From an optimization exercise on the open Yosys and OpenROAD flow, aimed at small area, a short achievable clock period and few clock cycles per item; shortcuts taken in it are not production practice.
Function was checked by simulation only, so behaviour that the tests miss may differ from the original.

==> run D: inputs <==
## env_sensor_compensation_unit
module env_sensor_compensation_unit #(
	parameter int QUEUE_DEPTH = esc_pkg::QUEUE_DEPTH_DEF
) (
	input  logic                           clk,
	input  logic                           arst_n,
	input  logic                           s_tvalid,
	output logic                           s_tready,
	input  logic [esc_pkg::IN_DATA_W-1:0]  s_tdata,
	output logic                           m_tvalid,
	input  logic                           m_tready,
	output logic [esc_pkg::OUT_DATA_W-1:0] m_tdata,
	input  logic                           cfg_we,
	input  logic [esc_pkg::CFG_IDX_W-1:0]  cfg_index,
	input  logic [esc_pkg::CFG_DATA_W-1:0] cfg_wdata
);
Settings: LEC_CHECK=0, ABC_AREA=0, ABC_CLOCK_PERIOD_IN_PS=4000, CAP_MARGIN=30, CORE_MARGIN=2, CORE_UTILIZATION=20, SETUP_SLACK_MARGIN=5, SLEW_MARGIN=20; clock period 12.5 ns.
run.sh (not shown) runs the stock make flow with config.mk's settings and CLKGATE_MAP_FILE= SYNTH_SCRIPT=/design/flow/synth_recipe.tcl, a recipe that flattens the netlist after the stock synthesis.
==> run X: changes against run D <==
--- a/flow/design.v
+++ b/flow/design.v
@@ -2724,41 +2724,40 @@
 	output logic        zsgn,
 	output logic        qcin,
 	output logic        pv
 );
 	logic [63:0] z_q;
 	logic [29:0] r_q;
 	logic [30:0] dx_q;
 	logic [29:0] msk;      
+	logic [32:0] n3_q;     
 	logic        sn_q, sx_q, fix_q;
 	logic [6:0]  cnt_q;
 	logic [30:0] dxl;
 	assign dxl = x1 ^ {31{x1[30]}};
 	always_comb begin
 		msk[29] = ~dx_q[30];
 		for (int i = 28; i >= 0; i--) msk[i] = msk[i+1] & ~dx_q[i+1];
 	end
 	logic [15:0] zt;       
-	logic [32:0] v, nd1, nd2, cs_s, cs_c;
+	logic [32:0] v, nd1, nd2;
 	logic [32:0] t1, t2, t3;
 	logic [29:0] rn;
 	logic [1:0]  qd;
 	logic        sk16, sk8, ci;
 	always_comb begin
 		ci  = ~sx_q;
 		zt  = z_q[63:48];
 		v   = {1'b0, r_q, zt[15:14]};
 		nd1 = ~{2'b0, dx_q};             
 		nd2 = ~{1'b0, dx_q, sx_q};       
 		t1  = v + nd1 + {32'b0, ci};
 		t2  = v + nd2 + {32'b0, ci};
-		cs_s = v ^ nd1 ^ nd2;
-		cs_c = (v & nd1) | (v & nd2) | (nd1 & nd2);
-		t3  = cs_s + {cs_c[31:0], ci} + {32'b0, ci};
+		t3  = v + n3_q;
 		if (!t3[32])      begin qd = 2'd3; rn = t3[29:0]; end
 		else if (!t2[32]) begin qd = 2'd2; rn = t2[29:0]; end
 		else if (!t1[32]) begin qd = 2'd1; rn = t1[29:0]; end
 		else              begin qd = 2'd0; rn = v[29:0];  end
 		sk16 = (r_q[29:14] == 16'd0) && (({r_q[13:0], zt} & msk) == 30'd0) && (cnt_q >= 7'd16);
 		sk8  = (r_q[29:22] == 8'd0) && (({r_q[21:0], zt[15:8]} & msk) == 30'd0) && (cnt_q >= 7'd8);
 	end
 	always_ff @(posedge clk or negedge arst_n) begin
@@ -2780,16 +2779,17 @@
 		if (load) begin
 			z_q   <= num;
 			r_q   <= '0;
 			dx_q  <= dxl;
 			sn_q  <= num[63];
 			sx_q  <= x1[30];
 		end else if (fix_q) begin
 			z_q  <= z_q ^ {64{sn_q}};
+			n3_q <= ~{2'b0, dx_q} + ~{1'b0, dx_q, sx_q} + {31'b0, ~sx_q, 1'b0};
 		end else if (cnt_q != 7'd0) begin
 			if (sk16) begin
 				r_q <= {r_q[13:0], zt};
 				z_q <= {z_q[47:0], 16'b0};
 			end else if (sk8) begin
 				r_q <= {r_q[21:0], zt[15:8]};
 				z_q <= {z_q[55:0], 8'b0};
 			end else begin
@@ -3103,40 +3103,45 @@
 	logic [31:0] fys1, fyc1;
 	always_comb begin
 		case (fsh1_q)
 			2'd1:    begin fys1 = {fmul_s[15:0], 16'b0}; fyc1 = {fmul_c[15:0], 16'b0}; end
 			default: begin fys1 = fmul_s; fyc1 = fmul_c; end
 		endcase
 		if (fsub1_q) begin fys1 = ~fys1; fyc1 = ~fyc1; end
 	end
+	logic [31:0] fxv1, fmaj1;
+	always_comb begin
+		case (fxsel1_q)
+			3'd0: fxv1 = 32'(32'd0);  
+			3'd1: fxv1 = 32'({kx_q, 14'b0});  
+			3'd2: fxv1 = 32'(32'd1 << 26);  
+			3'd3: fxv1 = 32'(32'd0);  
+			3'd4: fxv1 = 32'(32'd1 << 13);  
+			default: fxv1 = '0;
+		endcase
+		fmaj1 = (fys1 & fyc1) | (fys1 & fxv1) | (fyc1 & fxv1);
+	end
 	esc_mulf u_mulf (.a(fa_q), .bneg(fbneg_q), .bone(fbone_q), .btwo(fbtwo_q), .s(fmul_s), .c(fmul_c));
 	always_ff @(posedge clk) begin
-		fs_q <= fys1;
-		fc_q <= fyc1;
+		fs_q <= fys1 ^ fyc1 ^ fxv1;
+		fc_q <= {fmaj1[30:0], fsub1_q};
 	end
 	logic [31:0] fys, fyc, fxv, fxs, fxc, fk_s, fk_c, fk_c1, fm_c;
 	always_comb begin
 		fys = fs_q; fyc = fc_q;
-		case (fxsel2_q)
-			3'd0: fxv = 32'(32'd0);  
-			3'd1: fxv = 32'({kx_q, 14'b0});  
-			3'd2: fxv = 32'(32'd1 << 26);  
-			3'd3: fxv = 32'(32'd0);  
-			3'd4: fxv = 32'(32'd1 << 13);  
-			default: fxv = '0;
-		endcase
+		fxv = '0;
 		fxs = facc2_q ? facc_q : fxv;
 		fxc = '0;
 		fk_s = fys ^ fyc ^ fxs;
 		fk_c = (fys & fyc) | (fys & fxs) | (fyc & fxs);
 		fk_c1 = {fk_c[30:0], fsub2_q};
 		fm_c = (fk_s & fk_c1) | (fk_s & fxc) | (fk_c1 & fxc);
 	end
-	assign fr = fk_s + fk_c1 + 32'(fsub2_q);
+	assign fr = fk_s + fk_c1;
 	always_ff @(posedge clk) begin
 		facc_q <= fr;
 	end
 	always_ff @(posedge clk) begin
 		if (fv2_q && fdest2_q == 3'd1) gF0_q <= fr[31:0];
 		if (fv2_q && fdest2_q == 3'd2) gF1_q <= fr[31:4];
 		if (fv2_q && fdest2_q == 3'd3) gF2_q <= fr[31:10];
 		if (fv2_q && fdest2_q == 3'd4) gF3_q <= fr[31:11];
==> flow/config.mk (replaced) <==
export PLATFORM = sky130hd
export DESIGN_NAME = env_sensor_compensation_unit
export DESIGN_NICKNAME = env_sensor_compensation_unit
export VERILOG_FILES = /design/flow/design.v
export SDC_FILE = /design/flow/constraint.sdc
export NUM_CORES = 8
export LEC_CHECK = 0
export ABC_AREA = 0
export ABC_CLOCK_PERIOD_IN_PS = 3000
export CAP_MARGIN = 30
export CORE_MARGIN = 2
export CORE_UTILIZATION = 25
export SETUP_SLACK_MARGIN = 5
export SLEW_MARGIN = 20
==> flow_summary_export.csv <==
group,metric,value,unit
status,status,"finished clean",
global_route,grtUsageMet1,0.1979,
cells_and_area,stdcell_count,22420,
cts,cts_num_sinks,1942,
cells_and_area,num-multi-input-gates,9642,
placement,postPlaceCellArea,0.1488,mm^2
# the run above: run D

==> flow_summary_export.csv <==
group,metric,value,unit
placement,postPlaceCellArea,0.1509,mm^2
cells_and_area,num-multi-input-gates,9917,
global_route,grtUsageMet1,0.2474,
cts,cts_num_sinks,2004,
status,status,"finished clean",
cells_and_area,stdcell_count,21240,
# the run above: run X

Testbench counts of run D, summed over its fixed seeds: cycles 11,375, items 768.
Testbench counts of run X, summed over its fixed seeds: cycles 11,375, items 768.

## static timing again, ports no longer ideal
In the flow no input, the clock included, has a driving cell. The finished layouts below were timed again as built, in two steps. Step 1 sets driving cells, clkbuf_16 on the clock port and buf_2 on the other inputs (assumed; they add their load-dependent delay and slew). Step 2 moves the port delays by t, midway between the first and last clock arrival at a register: inputs arrive t later, outputs are due t later. That takes back most of the time a late clock gives input paths. a / b / c = ideal / step 1 / step 2; a / b = the first two.
| run | t, ns | slack for setup (ns) | slew at the worst register clock pin (ns) | worst slew at a driven data input, ns | cell pins on the clock port's net |
|---|---|---|---|---|---|
| run D | 1.019 | 6.315 / 6.315 / 5.891 | 0.07 / 0.07 | 0.30 | 1 |
| run X | 1.000 | 6.086 / 6.086 / 6.086 | 0.07 / 0.07 | 0.20 | 1 |
After both steps every run listed still meets setup and hold. For run D, which loses most, drivers alone change the setup slack by 0.000 ns; drivers and shift together by -0.424 ns.
